What follows belongs to an exercise in optimizing a design on an open flow for small area, a short achievable clock period and few clock cycles per item; a production flow would make more cautious choices.
In this exercise RTL edits were held to simulation tests only and were not proved equivalent to the original.
Power and IR drop assume default switching activity.

Design strict_priority_packet_queue, start of the top module:
module strict_priority_packet_queue #(
    parameter int PRIORITY_LEVELS = spq_pkg::DEF_PRIORITY_LEVELS,
    parameter int QUEUE_DEPTH     = spq_pkg::DEF_QUEUE_DEPTH,
    parameter int TAG_WIDTH       = spq_pkg::DEF_TAG_WIDTH,
    parameter int MAX_SEND        = spq_pkg::DEF_MAX_SEND
) (
    input  logic i_clk,
    input  logic i_rst_n,
    input  logic i_s_axis_tvalid,
    output logic o_s_axis_tready,
    input  logic [((spq_pkg::PRIO_W+TAG_WIDTH+spq_pkg::SEND_W+7)/8)*8-1:0] i_s_axis_tdata,
    input  logic i_s_axis_tuser,
    output logic o_m_axis_tvalid,
    input  logic i_m_axis_tready,
    output logic [((TAG_WIDTH+spq_pkg::PRIO_W+7)/8)*8-1:0] o_m_axis_tdata,
    output logic o_m_axis_tlast,
    input  logic                        i_cfg_wr_en,
    input  logic [spq_pkg::QLEN_W-1:0]  i_cfg_wr_data
);
clock: 6.5 ns
lec_check: 0
abc_area: 1
cap_margin: 20
core_margin: 2
core_utilization: 60
cts_cluster_diameter: 60
cts_cluster_size: 30
setup_slack_margin: 3.0
slew_margin: 20
run.sh (not shown) runs the stock make flow with config.mk's settings and CLKGATE_MAP_FILE= SYNTH_SCRIPT=/design/flow/synth_recipe.tcl, a recipe that flattens the netlist after the stock synthesis.
Testbench counts at the start, summed over its fixed seeds: cycles 5,021, items 4,800.
Next try:
--- a/flow/design.v
+++ b/flow/design.v
@@ -87,26 +87,18 @@
     function automatic logic [SLOT_W-1:0] ring_sub(input logic [SLOT_W-1:0] a,
                                                    input logic [CNT_W-1:0]  b);
         logic [SLOT_W+1:0] dif;
         dif = {2'b00, a} - {1'b0, b};
         if ({1'b0, a} < b) begin
             dif = dif + (SLOT_W+2)'(SLOTS);
         end
         ring_sub = dif[SLOT_W-1:0];
     endfunction
-    function automatic logic [TOT_W-1:0] above_mask(input int l);
-        above_mask = '0;
-        for (int b = 0; b < TOT_W; b++) begin
-            if ((SLOTS * (LEVELS - l)) >= (1 << b)) begin
-                above_mask[b] = 1'b1;
-            end
-        end
-    endfunction
     function automatic logic [SLOT_W-1:0] ring_inc(input logic [SLOT_W-1:0] a);
         ring_inc = (a == SLOT_W'(SLOTS - 1)) ? '0 : a + SLOT_W'(1);
     endfunction
     logic [spq_pkg::QLEN_W-1:0] r_max_len;
     logic [CNT_W-1:0]      r_count [LEVELS];    
     logic [CNT_W-1:0]      r_cur   [LEVELS];    
     logic [CNT_W-1:0]      r_pc    [LEVELS];    
     logic [TOT_W-1:0]      r_above [LEVELS];    
     logic [SLOT_W-1:0]     r_rdp   [LEVELS];    
@@ -140,27 +132,31 @@
     logic [SENDS-1:0]      r_snd_rp;
     logic                  r_out_valid;
     logic [TAG_WIDTH-1:0]  r_out_tag;
     logic [spq_pkg::PRIO_W-1:0] r_out_prio;
     logic                  r_out_last;
     logic [LEVELS-1:0] live;         
     logic [LEVELS-1:0] curm;         
     logic [LEVELS-1:0] penm;         
     logic [LEVELS-1:0] live_above;   
+    logic [LEVELS-1:0] full;         
+    logic [LEVELS-1:0] cmp;          
     logic              cur_empty;
     logic [LEVELS-1:0] rmask;        
     logic [LEVELS-1:0] rd_oh;        
     logic [LVL_W-1:0]  rd_lvl;
     always_comb begin
         for (int l = 0; l < LEVELS; l++) begin
             live[l] = (r_count[l] != '0);
             curm[l] = (r_cur[l] != '0);
             penm[l] = (r_pc[l] != r_count[l]);
+            full[l] = (r_tail[l] == r_rdp[l]) && (curm[l] || (r_pc[l] != '0));
+            cmp[l]  = live[l] && (r_count[l] >= CNT_W'(it_lim));
         end
         live_above[LEVELS-1] = 1'b0;
         for (int l = LEVELS - 2; l >= 0; l--) begin
             live_above[l] = live_above[l+1] || live[l+1];
         end
         cur_empty = (curm == '0);
         rmask     = cur_empty ? penm : curm;
         rd_lvl    = '0;
         for (int l = 0; l < LEVELS; l++) begin
@@ -168,38 +164,37 @@
             if (rmask[l]) begin
                 rd_lvl = LVL_W'(l);
             end
         end
     end
     logic [CNT_W-1:0]  it_cnt;
     logic [SLOT_W-1:0] it_tail;
     logic [SLOT_W-1:0] it_rdp;
     logic [CNT_W-1:0]  it_pc;
-    logic [CNT_W-1:0]  it_cur;
-    logic              it_full;         
-    logic              it_cmp;          
+    logic              it_full;
+    logic              it_cmp;
     always_comb begin
         it_cnt  = '0;
         it_tail = '0;
         it_rdp  = '0;
         it_pc   = '0;
-        it_cur  = '0;
+        it_full = 1'b0;
+        it_cmp  = 1'b0;
         for (int l = 0; l < LEVELS; l++) begin
             if (r_it_lvl[l]) begin
                 it_cnt  = it_cnt  | r_count[l];
                 it_tail = it_tail | r_tail[l];
                 it_rdp  = it_rdp  | r_rdp[l];
                 it_pc   = it_pc   | r_pc[l];
-                it_cur  = it_cur  | r_cur[l];
             end
         end
-        it_full = (it_tail == it_rdp) && ((it_cur | it_pc) != '0);
-        it_cmp  = (it_cnt != '0) && (it_cnt >= CNT_W'(it_lim));
+        it_full = (r_it_lvl & full) != '0;
+        it_cmp  = (r_it_lvl & cmp) != '0;
     end
     logic it_rcv, it_snd;
     assign it_rcv = r_it_v && !r_it_send && !r_c_act;
     assign it_snd = r_it_v &&  r_it_send && !r_c_act;
     logic             rcv_app;
     logic             rcv_cmp_go;
     logic             c_setup;
     logic [CNT_W-1:0] c_keep;           
     assign rcv_app    = it_rcv && !it_cmp && !it_full;
@@ -285,19 +280,19 @@
     assign app_cnt  = it_cnt + CNT_W'(1);
     assign app_pc   = it_pc + CNT_W'(1);
     assign app_tail = ring_inc(it_tail);
     assign c_pc     = it_pc - r_c_drop;
     assign c_tail   = ring_sub(it_tail, r_c_drop);
     logic [SLOT_W-1:0] c_src_next;
     assign c_src_next = ring_add(it_rdp, CNT_W'(2));
     always_comb begin
         for (int l = 0; l < LEVELS; l++) begin
-            {borrow[l], diff[l]} = {1'b0, r_above[l] & above_mask(l)} - {1'b0, above_sub};
+            {borrow[l], diff[l]} = {1'b0, r_above[l]} - {1'b0, above_sub};
         end
     end
     always_comb begin
         for (int l = 0; l < LEVELS; l++) begin
             left[l]   = (r_it_send && borrow[l]) ? '0 : diff[l];
             rd_dec[l] = CNT_W'(rd_go && rd_oh[l]);
             cnt_rcv[l] = r_count[l];
             n_pc[l]    = r_pc[l];
             if (rcv_app && r_it_lvl[l]) begin
@@ -390,19 +385,19 @@
                 r_sk_v    <= 1'b1;
                 r_sk_send <= (i_s_axis_tuser == spq_pkg::ACT_SEND);
                 r_sk_lvl  <= i_s_axis_tdata[LVL_W-1:0];
                 r_sk_pay  <= in_pay;
             end
             for (int l = 0; l < LEVELS; l++) begin
                 r_count[l] <= n_count[l];
                 r_cur[l]   <= n_cur[l];
                 r_pc[l]    <= n_pc[l];
-                r_above[l] <= n_above[l] & above_mask(l);
+                r_above[l] <= n_above[l];
                 if (rcv_app && r_it_lvl[l]) begin
                     r_tail[l] <= app_tail;
                 end
                 if (c_setup && r_it_lvl[l]) begin
                     r_tail[l] <= c_tail;
                 end
                 if (rd_go && rd_oh[l]) begin
                     r_rdp[l] <= ring_inc(r_rdp[l]);
                 end
The new run produced a clean layout.
Flip-flop and latch count rose by 7.
Count of clock-buffer cells in the layout climbs by 8.
Critical path depth grows by 1.
Combinational power drops by a quarter to a third.
Utilization falls by 0.48 points.
Fmax came out higher by a few percent.
Design area went up slightly.
Register-to-register slack gets better by 0.07 ns.
Via count rises by a few percent.
Cell count came out higher by a few percent.
Area after synthesis rose slightly.
Testbench counts after the change, summed over its fixed seeds: cycles 5,021, items 4,800.

[static timing again, ports no longer ideal]
No port has a modelled driver above. Below, the same layouts with a new extraction and two added sets of constraints. Step 1 assumes that a clkbuf_16 drives the clock port and a buf_2 every other input. Step 2 adds t to the input delays and takes it off the output delays; t is the mean of the earliest and latest rising clock arrival at the registers after step 1. Input paths then give back, and output paths get back, about the clock's delay inside the block. Slacks: ideal / step 1 / step 2; pairs: ideal / step 1.
| run | t (ns) | setup WS [ns] | worst setup path at the end |
|---|---|---|---|
| the first run | 0.891 | 2.878 / 2.878 / 2.613 | input to register |
| the second run | 0.915 | 2.951 / 2.951 / 2.494 | input to register |
After both steps setup and hold are still met in every run listed. The setup slack of the second run, which loses most, moves by 0.000 ns with the drivers and by -0.457 ns with both steps.
